What follows belongs to an exercise in optimizing a design on an open flow for small area, a short achievable clock period and few clock cycles per item; a production flow would make more cautious choices.
In this exercise RTL edits were held to simulation tests only and were not proved equivalent to the original.
No activity file was given, so power comes from the tool's default toggle rates.

--- design.v ---
`timescale 1ns / 1ps
package jmbq_pkg;
    localparam int NUM_BTN   = 5;
    localparam int BTN_IDX_W = $clog2(NUM_BTN);
    localparam int TIME_W   = 32;
    localparam int SAMPLE_W = 12;
    localparam int KEYS_W   = 4;
    localparam int MOVE_W   = 8;
    localparam int SPEED_W  = 7;
    localparam int DZ_W     = 11;
    localparam int MS_W     = 16;
    localparam int CLICK_W  = 2;
    localparam int NUM_W = SAMPLE_W + SPEED_W;
    localparam int IN_TDATA_W  = 64;
    localparam int OUT_TDATA_W = 32;
    localparam int IN_NOW_LSB   = 0;
    localparam int IN_SX_LSB    = IN_NOW_LSB + TIME_W;
    localparam int IN_SY_LSB    = IN_SX_LSB + SAMPLE_W;
    localparam int IN_STICK_LSB = IN_SY_LSB + SAMPLE_W;
    localparam int IN_KEYS_LSB  = IN_STICK_LSB + 1;
    localparam int IN_USED_W    = IN_KEYS_LSB + KEYS_W;
    localparam int OUT_MX_LSB    = 0;
    localparam int OUT_MY_LSB    = OUT_MX_LSB + MOVE_W;
    localparam int OUT_MV_LSB    = OUT_MY_LSB + MOVE_W;
    localparam int OUT_CLICK_LSB = OUT_MV_LSB + 1;
    localparam int OUT_DOWN_LSB  = OUT_CLICK_LSB + CLICK_W;
    localparam int OUT_UP_LSB    = OUT_DOWN_LSB + KEYS_W;
    localparam int OUT_USED_W    = OUT_UP_LSB + KEYS_W;
    localparam int CFG_IDX_W  = 3;
    localparam int CFG_DATA_W = 16;
    localparam logic [CFG_IDX_W-1:0] CFG_CENTER_X   = 3'd0;
    localparam logic [CFG_IDX_W-1:0] CFG_CENTER_Y   = 3'd1;
    localparam logic [CFG_IDX_W-1:0] CFG_DEADZONE   = 3'd2;
    localparam logic [CFG_IDX_W-1:0] CFG_TOP_SPEED  = 3'd3;
    localparam logic [CFG_IDX_W-1:0] CFG_DEBOUNCE   = 3'd4;
    localparam logic [CFG_IDX_W-1:0] CFG_LONG_PRESS = 3'd5;
    localparam logic [SAMPLE_W-1:0] RST_CENTER     = 12'd2048;
    localparam logic [DZ_W-1:0]     RST_DEADZONE   = 11'd50;
    localparam logic [SPEED_W-1:0]  RST_TOP_SPEED  = 7'd10;
    localparam logic [MS_W-1:0]     RST_DEBOUNCE   = 16'd30;
    localparam logic [MS_W-1:0]     RST_LONG_PRESS = 16'd1000;
    localparam logic [SAMPLE_W-1:0] AXIS_FULL_SCALE = 12'd2048;
    localparam logic [CLICK_W-1:0] CLICKS_PRESS = 2'd1;
    localparam logic [CLICK_W-1:0] CLICKS_LONG  = 2'd2;
endpackage
`timescale 1ns / 1ps
module joystick_mouse_button_qualifier_unit (
    input  logic                                i_clk,
    input  logic                                i_rst_n,
    input  logic                                s_axis_tvalid,
    output logic                                s_axis_tready,
    input  logic [jmbq_pkg::IN_TDATA_W-1:0]     s_axis_tdata,
    output logic                                m_axis_tvalid,
    input  logic                                m_axis_tready,
    output logic [jmbq_pkg::OUT_TDATA_W-1:0]    m_axis_tdata,
    input  logic                                i_cfg_we,
    input  logic [jmbq_pkg::CFG_IDX_W-1:0]      i_cfg_idx,
    input  logic [jmbq_pkg::CFG_DATA_W-1:0]     i_cfg_wdata
);
    localparam int NB  = jmbq_pkg::NUM_BTN;
    localparam int BW  = jmbq_pkg::BTN_IDX_W;
    localparam int TW  = jmbq_pkg::TIME_W;
    localparam int SW  = jmbq_pkg::SAMPLE_W;
    localparam int KW  = jmbq_pkg::KEYS_W;
    localparam int MW  = jmbq_pkg::MOVE_W;
    localparam int PW  = jmbq_pkg::SPEED_W;
    localparam int DW  = jmbq_pkg::DZ_W;
    localparam int HW  = jmbq_pkg::MS_W;
    localparam int CW  = jmbq_pkg::CLICK_W;
    localparam int QW  = jmbq_pkg::NUM_W;
    localparam int CNW = $clog2(QW);
    localparam logic [BW-1:0]  LAST_BTN = BW'(NB - 1);
    localparam logic [CNW-1:0] LAST_DIV = CNW'(QW - 1);
    typedef enum logic [7:0] {
        S_IDLE  = 8'b0000_0001,
        S_BTN   = 8'b0000_0010,
        S_LONG  = 8'b0000_0100,
        S_MUL_X = 8'b0000_1000,
        S_DIV_X = 8'b0001_0000,
        S_MUL_Y = 8'b0010_0000,
        S_DIV_Y = 8'b0100_0000,
        S_DONE  = 8'b1000_0000
    } t_state;
    t_state r_state, n_state;
    logic [SW-1:0] r_center_x, r_center_y;
    logic [DW-1:0] r_deadzone;
    logic [PW-1:0] r_top_speed;
    logic [HW-1:0] r_debounce_ms, r_long_press_ms;
    logic [TW-1:0] r_now;
    logic [SW-1:0] r_sx, r_sy;
    logic [NB-1:0] r_raw;
    logic [NB-1:0] r_raw_last;
    logic [NB-1:0] r_stable;
    logic [TW-1:0] r_change_time [NB];
    logic [TW-1:0] r_press_start;
    logic          r_long_done;
    logic          r_press_valid;
    logic          r_accepted_now;
    logic [BW-1:0] r_btn;
    logic [CW-1:0] r_clicks;
    logic [KW-1:0] r_downs, r_ups;
    logic [MW-1:0] r_mx;
    logic [QW-1:0]  r_dq, n_dq;
    logic [DW-1:0]  r_rem, n_rem;
    logic [CNW-1:0] r_cnt;
    logic           r_neg;
    logic                            r_out_valid;
    logic [jmbq_pkg::OUT_TDATA_W-1:0] r_out_data;
    logic w_in_acc;
    assign s_axis_tready = (r_state == S_IDLE);
    assign w_in_acc      = s_axis_tvalid && s_axis_tready;
    assign m_axis_tvalid = r_out_valid;
    assign m_axis_tdata  = r_out_data;
    logic          w_raw, w_changed, w_btn_acc, w_long_hit;
    logic [TW-1:0] w_sub_b, w_diff, w_thr;
    always_comb begin
        w_raw     = r_raw[r_btn];
        w_changed = (w_raw != r_raw_last[r_btn]);
        w_sub_b   = (r_state == S_LONG) ? r_press_start : r_change_time[r_btn];
        w_thr     = (r_state == S_LONG) ? TW'(r_long_press_ms) : TW'(r_debounce_ms);
        w_diff    = r_now - w_sub_b;
        w_btn_acc = !w_changed && (w_diff > w_thr) && (r_stable[r_btn] != w_raw);
        w_long_hit = !r_accepted_now && r_stable[0] && r_press_valid && !r_long_done &&
                     !(w_thr > w_diff);
    end
    logic [SW-1:0] w_sample, w_center, w_mag, w_excess;
    logic [SW:0]   w_d;
    logic          w_d_neg;
    logic [QW-1:0] w_num;
    logic [SW-1:0] w_divisor;
    always_comb begin
        w_sample  = (r_state == S_MUL_Y) ? r_sy : r_sx;
        w_center  = (r_state == S_MUL_Y) ? r_center_y : r_center_x;
        w_d       = {1'b0, w_sample} - {1'b0, w_center};
        w_d_neg   = w_d[SW];
        w_mag     = w_d_neg ? SW'(-w_d) : w_d[SW-1:0];
        w_excess  = w_mag - SW'(r_deadzone);
        if (w_mag > SW'(r_deadzone)) begin
            w_num = QW'(w_excess) * QW'(r_top_speed);
        end else begin
            w_num = '0;
        end
        w_divisor = jmbq_pkg::AXIS_FULL_SCALE - SW'(r_deadzone);
    end
    logic [SW-1:0] w_trial;
    logic          w_ge;
    always_comb begin
        w_trial = {r_rem, r_dq[QW-1]};
        w_ge    = (w_trial >= w_divisor);
        n_rem   = w_ge ? DW'(w_trial - w_divisor) : w_trial[DW-1:0];
        n_dq    = {r_dq[QW-2:0], w_ge};
    end
    logic [PW-1:0] w_qmag;
    logic [MW-1:0] w_move;
    always_comb begin
        w_qmag = (r_dq > QW'(r_top_speed)) ? r_top_speed : r_dq[PW-1:0];
        w_move = r_neg ? {1'b0, w_qmag} : MW'(-{1'b0, w_qmag});
    end
    logic w_out_free;
    assign w_out_free = !r_out_valid || m_axis_tready;
    always_comb begin
        n_state = r_state;
        unique case (r_state)
            S_IDLE:  if (w_in_acc) n_state = S_BTN;
            S_BTN:   if (r_btn == LAST_BTN) n_state = S_LONG;
            S_LONG:  n_state = S_MUL_X;
            S_MUL_X: n_state = S_DIV_X;
            S_DIV_X: if (r_cnt == LAST_DIV) n_state = S_MUL_Y;
            S_MUL_Y: n_state = S_DIV_Y;
            S_DIV_Y: if (r_cnt == LAST_DIV) n_state = S_DONE;
            S_DONE:  if (w_out_free) n_state = S_IDLE;
            default: n_state = S_IDLE;
        endcase
    end
    always_ff @(posedge i_clk) begin
        if (!i_rst_n) begin
            r_state <= S_IDLE;
        end else begin
            r_state <= n_state;
        end
    end
    always_ff @(posedge i_clk) begin
        if (!i_rst_n) begin
            r_center_x      <= jmbq_pkg::RST_CENTER;
            r_center_y      <= jmbq_pkg::RST_CENTER;
            r_deadzone      <= jmbq_pkg::RST_DEADZONE;
            r_top_speed     <= jmbq_pkg::RST_TOP_SPEED;
            r_debounce_ms   <= jmbq_pkg::RST_DEBOUNCE;
            r_long_press_ms <= jmbq_pkg::RST_LONG_PRESS;
        end else if (i_cfg_we) begin
            unique case (i_cfg_idx)
                jmbq_pkg::CFG_CENTER_X:   r_center_x      <= i_cfg_wdata[SW-1:0];
                jmbq_pkg::CFG_CENTER_Y:   r_center_y      <= i_cfg_wdata[SW-1:0];
                jmbq_pkg::CFG_DEADZONE:   r_deadzone      <= i_cfg_wdata[DW-1:0];
                jmbq_pkg::CFG_TOP_SPEED:  r_top_speed     <= i_cfg_wdata[PW-1:0];
                jmbq_pkg::CFG_DEBOUNCE:   r_debounce_ms   <= i_cfg_wdata[HW-1:0];
                jmbq_pkg::CFG_LONG_PRESS: r_long_press_ms <= i_cfg_wdata[HW-1:0];
                default: ;
            endcase
        end
    end
    always_ff @(posedge i_clk) begin
        if (w_in_acc) begin
            r_now <= s_axis_tdata[jmbq_pkg::IN_NOW_LSB +: TW];
            r_sx  <= s_axis_tdata[jmbq_pkg::IN_SX_LSB +: SW];
            r_sy  <= s_axis_tdata[jmbq_pkg::IN_SY_LSB +: SW];
            r_raw <= {s_axis_tdata[jmbq_pkg::IN_KEYS_LSB +: KW],
                      s_axis_tdata[jmbq_pkg::IN_STICK_LSB]};
        end
    end
    always_ff @(posedge i_clk) begin
        if (!i_rst_n) begin
            r_raw_last     <= '1;
            r_stable       <= '1;
            for (int i = 0; i < NB; i++) begin
                r_change_time[i] <= '0;
            end
            r_press_start  <= '0;
            r_long_done    <= 1'b0;
            r_press_valid  <= 1'b0;
            r_accepted_now <= 1'b0;
            r_btn          <= '0;
            r_clicks       <= '0;
            r_downs        <= '0;
            r_ups          <= '0;
        end else if (w_in_acc) begin
            r_btn          <= '0;
            r_accepted_now <= 1'b0;
            r_clicks       <= '0;
            r_downs        <= '0;
            r_ups          <= '0;
        end else if (r_state == S_BTN) begin
            r_btn <= r_btn + 1'b1;
            if (w_changed) begin
                r_raw_last[r_btn]    <= w_raw;
                r_change_time[r_btn] <= r_now;
            end
            if (w_btn_acc) begin
                r_stable[r_btn] <= w_raw;
            end
            if (r_btn == '0) begin
                if (w_btn_acc) begin
                    r_long_done <= 1'b0;
                    if (w_raw) begin
                        r_press_start  <= r_now;
                        r_press_valid  <= 1'b1;
                        r_clicks       <= jmbq_pkg::CLICKS_PRESS;
                        r_accepted_now <= 1'b1;
                    end else begin
                        r_press_start <= '0;
                        r_press_valid <= 1'b0;
                    end
                end
            end else begin
                r_downs <= {w_btn_acc && w_raw, r_downs[KW-1:1]};
                r_ups   <= {w_btn_acc && !w_raw, r_ups[KW-1:1]};
            end
        end else if (r_state == S_LONG) begin
            if (w_long_hit) begin
                r_long_done <= 1'b1;
                r_clicks    <= r_clicks + jmbq_pkg::CLICKS_LONG;
            end
        end
    end
    always_ff @(posedge i_clk) begin
        if (!i_rst_n) begin
            r_cnt <= '0;
        end else if (r_state == S_MUL_X || r_state == S_MUL_Y) begin
            r_cnt <= '0;
        end else if (r_state == S_DIV_X || r_state == S_DIV_Y) begin
            r_cnt <= r_cnt + 1'b1;
        end
    end
    always_ff @(posedge i_clk) begin
        if (r_state == S_MUL_X || r_state == S_MUL_Y) begin
            r_dq  <= w_num;
            r_rem <= '0;
            r_neg <= w_d_neg;
        end else if (r_state == S_DIV_X || r_state == S_DIV_Y) begin
            r_dq  <= n_dq;
            r_rem <= n_rem;
        end
        if (r_state == S_MUL_Y) begin
            r_mx <= w_move;
        end
    end
    always_ff @(posedge i_clk) begin
        if (!i_rst_n) begin
            r_out_valid <= 1'b0;
        end else if (r_state == S_DONE && w_out_free) begin
            r_out_valid <= 1'b1;
        end else if (m_axis_tready) begin
            r_out_valid <= 1'b0;
        end
    end
    always_ff @(posedge i_clk) begin
        if (r_state == S_DONE && w_out_free) begin
            r_out_data <= {(jmbq_pkg::OUT_TDATA_W - jmbq_pkg::OUT_USED_W)'(0),
                           r_ups, r_downs, r_clicks,
                           (r_mx != '0) || (w_move != '0),
                           w_move, r_mx};
        end
    end
endmodule
--- run.sh ---
#!/bin/bash
# synth_recipe.tcl (not shown) runs the flow's synth.tcl, then flattens the netlist and writes it again
# the make line also repeats each setting of config.mk as NAME=value (left out here)
make -C /OpenROAD-flow-scripts/flow DESIGN_CONFIG=/design/flow/config.mk WORK_HOME=/design/flow/orfs CLKGATE_MAP_FILE= SYNTH_SCRIPT=/design/flow/synth_recipe.tcl finish
--- config.mk ---
export PLATFORM = sky130hd
export DESIGN_NAME = joystick_mouse_button_qualifier_unit
export DESIGN_NICKNAME = joystick_mouse_button_qualifier_unit
export VERILOG_FILES = /design/flow/design.v
export SDC_FILE = /design/flow/constraint.sdc
export NUM_CORES = 4
export LEC_CHECK = 0
export CAP_MARGIN = 20
export CORE_MARGIN = 2
export CORE_UTILIZATION = 40
export SLEW_MARGIN = 20
--- constraint.sdc ---
create_clock -name core_clock -period 10.0 [get_ports {i_clk}]
set_input_delay 2.0000 -clock core_clock [delete_from_list [all_inputs] [get_ports {i_clk}]]
set_output_delay 2.0000 -clock core_clock [all_outputs]
set_load 0.01 [all_outputs]
==> reports/metrics.yaml <==
status:
  status: "complete, no violations"
cts:
  clockBufferDepth: 3
  cts_tree: "yes"
  cts.sinks: 532
  cts_buffers: 59
  h-tree-depth: 2
  clkTransAtPathRegs_ns: 0.06
  ctsHoldBuffers: 0
  cts-root-buf: "clkbuf_16"
  clock_latency_ns: 0.63
cells_and_area:
  finalNetCount: 3082
  final_area_mm2: 0.0333
  mostFrequentLayoutCell: "nand2_1"
  stdcell_count: 3806
  final_cell_mix: "nand2_1, edfxtp_1, and2_1, a21oi_1, dfxtp_1"
  drive_gt1_share_pct: 9.25
  area_delta_synth_final_pct: 15.4
setup_path:
  r2r_cells: 47
  cpPeakStageDelay_ns: 0.55
  crit_path_end_kind: "flip-flop"
  start_kind: "flip-flop"
  crit_fanout: 7
  rr_startpoint: "r_state[0]"
  path_class: "flip-flop to flip-flop"
  crit_top_cell: "fa_1"
  required_ns: 10.38
  worst_ep_arrival_time_ns: 9.78
  regToRegEndpoint: "r_dq[17]"
  r2r_setup_slack_ns: 0.60
  critPathSlowestCell: "fa_1"
placement:
  placed_cells_incl_taps: 3692
  pre_cts_slack_ns: 0.0230
  dp_hpwl_um: 52800
  port_buffers: 113
  gp_congestion: 0.890
  place_area_mm2: 0.0313
sta:
  setup_viol: 0
  fin_crit_ns: 9.40
  skew_ns: 0.0151
  slew_violations: 0
  max-slew-margin-rel_pct: 28.3
  worst_slew_pin_slew_ns: 1.07
  finalSetupTns_ns: 0
  hold_viol: 0
  fin_crit_sh_pct: 94.0
  clock.fmax_mhz: 106
  final.setup.worst_slack_ns: 0.599
synth:
  ys_top_cells_by_area: "edfxtp_1, dfxtp_1, ha_1"
  synth_cell_types: 83
  synth_enable_flop_cells: 372
  synth_area_mm2: 0.0289
  yosysWarnings: 1
  post_synth.cell_area_avg_um2: 11.0
  yosysTopAreaCellShare_pct: 38.7
  yosysTopAreaCell: "edfxtp_1"
  seq_area_frac_synth_pct: 49.8
  syn_inst: 2620
  ys_ff_latch: 532
  synth_ff_type: "edfxtp_1"
  async_flop_share_pct: 0
flow_run:
  cap_violations: 0
hold_path:
  min-delay-path-class: "flip-flop to flip-flop"
  holdPathStages: 2
  holdPathEnd: "r_press_start[14]"
  min_from: "r_press_start[14]"
grt:
  grt_overflow: 0
  grt_pass1_vias: 20700
  antenna_found_initial: 2
  grt_start_max_net_pins: 63
  grt_util_all_layers_pct: 20.7
  grt_pass1_wl_um: 119000
floorplan:
  dieHeight_um: 273
  die_x_um: 273
  start_util_pct: 40.4
  dieArea_mm2: 0.0743
  rows: 98
  pin_count: 122
  core_area_mm2: 0.0715
routing:
  drt-initial-drc-count: 1425
  wl_per_cell_um: 20.1
  drc: 0
  viasPerCell: 5.36
  firstDrtPassIters: 5
  vias: 20400
  ant_nets: 0
  drt-total-wl_um: 76500
power_and_ir_drop:
  vdd_drop_max_uv: 208
  powerDensity_mw_per_mm2: 236
  power.total_uw: 7840
  p_leak_uw: 0.0127
-- stage by stage --
step           utilization (%)  hold WS, ns
2_1_floorplan                -        0.408
3_3_place_gp              43.8        0.422
3_5_place_dp              43.9        0.429
4_1_cts                   46.5        0.448
5_1_grt                   46.6        0.459
6_report                  46.6        0.447
-- per-layer routing --
layer / GRT usage [%] / vias up / wire length, µm / part of all wire (%)
met3: 2.52 / 82 / 3060 / 4.0
met4: 4.57 / 2 / 1170 / 1.5
met5: 0 / - / 10 / 0.013
li1: - / 9686 / - / -
met2: 35.0 / 403 / 36900 / 48
met1: 28.5 / 10200 / 35400 / 46
-- power by group --
group / switching [µW] / internal, µW
Sequential: 85.3 / 2490
Combinational: 1840 / 1300
Clock: 912 / 1210
Total: 2840 / 5000
-- cell usage after synthesis (all sizes together), types with 37 or more instances --
cell type,count
a21oi,178
and2,211
buf,37
clkbuf,90
dfxtp,160
edfxtp,372
fa,53
ha,137
inv,110
mux2i,64
mux4,67
nand2,376
nand3,77
nor2,108
nor3,38
o21ai,103
xnor2,59
-- registers in the layout (all words and copies together), names as in the netlist, 7 cells and up, named ones only --
register and count:
r_state 8, r_now 32, r_mx 8, r_sx 12
r_rem 11, r_deadzone 11, r_debounce_ms 16, r_dq 19
r_top_speed 7, r_center_x 12, r_press_start 32, r_center_y 12
r_long_press_ms 16, r_out_data 27, r_change_time 256, r_sy 12
-- cell families after synthesis --
| logic type | synth area share [%] |
|---|---|
| other | 0.0130 |
| muxes | 8.35 |
| AOI/OAI and AO/OA | 9.70 |
| DFF | 49.8 |
| xor gates and xnor gates | 2.61 |
| and+or+nand+nor | 16.6 |
| adders and majority gates | 9.62 |
| buffers and inverters | 3.35 |
-- critical path, delay by kind of cell, from the launching register on --
kind / cells / cell delay (ns)
xor+xnor: 3 / 0.37
buf+inv: 6 / 0.59
simple gates: 12 / 1.71
compound gates: 18 / 2.89
flops: 1 / 0.32
fa+ha+maj: 8 / 3.28
-- worst max path at each step --
| stage | startpoint | endpoint | slack, ns | depth (start not counted) |
|---|---|---|---|---|
| 4_1_cts | r_state[0] | r_dq[17] | 0.08 | 47 |
| 6_report | r_state[0] | r_dq[17] | 0.60 | 47 |
| 3_3_place_gp | r_state[0] | r_dq[17] | 0.14 | 45 |
| 2_1_floorplan | r_state[2] | r_dq[17] | 0.55 | 48 |
| 5_1_grt | r_state[1] | r_dq[17] | -0.05 | 48 |
| 3_5_place_dp | r_state[0] | r_dq[17] | 0.02 | 44 |
-- what timing repair did --
action / in CTS / in global routing
setup endpoints to repair: 1 / 8
resized for setup: 0 / 20
buffers inserted: 1 / 0
pin swaps: 1 / 2
-- cell type report --
type / count / area (µm²)
Fill cell: 6576 / 38200
Inverter: 112 / 420
Multi-Input combinational cell: 1949 / 14000
Clock inverter: 39 / 294
Timing Repair Buffer: 150 / 1410
Antenna cell: 1 / 2.50
Sequential cell: 532 / 14400
Clock buffer: 73 / 1590
Tap cell: 950 / 1190
Testbench counts, summed over its fixed seeds: cycles 153,608, polls 3,200.

## separate check: timing with driven ports
The results above use ideal ports. As a check the final layout listed here was re-extracted and re-timed, cells and wires unchanged.
Step 1 (the two cells are an assumption about what drives the block):
set clk [get_ports {i_clk}]
set_driving_cell -lib_cell sky130_fd_sc_hd__clkbuf_16 $clk
set_driving_cell -lib_cell sky130_fd_sc_hd__buf_2 [delete_from_list [all_inputs] $clk]
Step 2, shift: input delay + t, output delay - t, t = (earliest + latest rising clock arrival at the registers) / 2. This alone moves slack from input paths to output paths.
a / b / c = ideal ports / drivers / drivers and shift; a / b = the first two.
t (ns): 0.684
slack for setup (ns): 0.599 / 0.599 / 0.599
worst register clock-pin slew, ns: 0.07 / 0.07
worst slew at a driven data input, ns: 0.14
pins driven straight from the clock port: 1
After both steps this run still meets setup and hold. For this run, drivers alone change the setup slack by 0.000 ns; drivers and shift together by 0.000 ns.
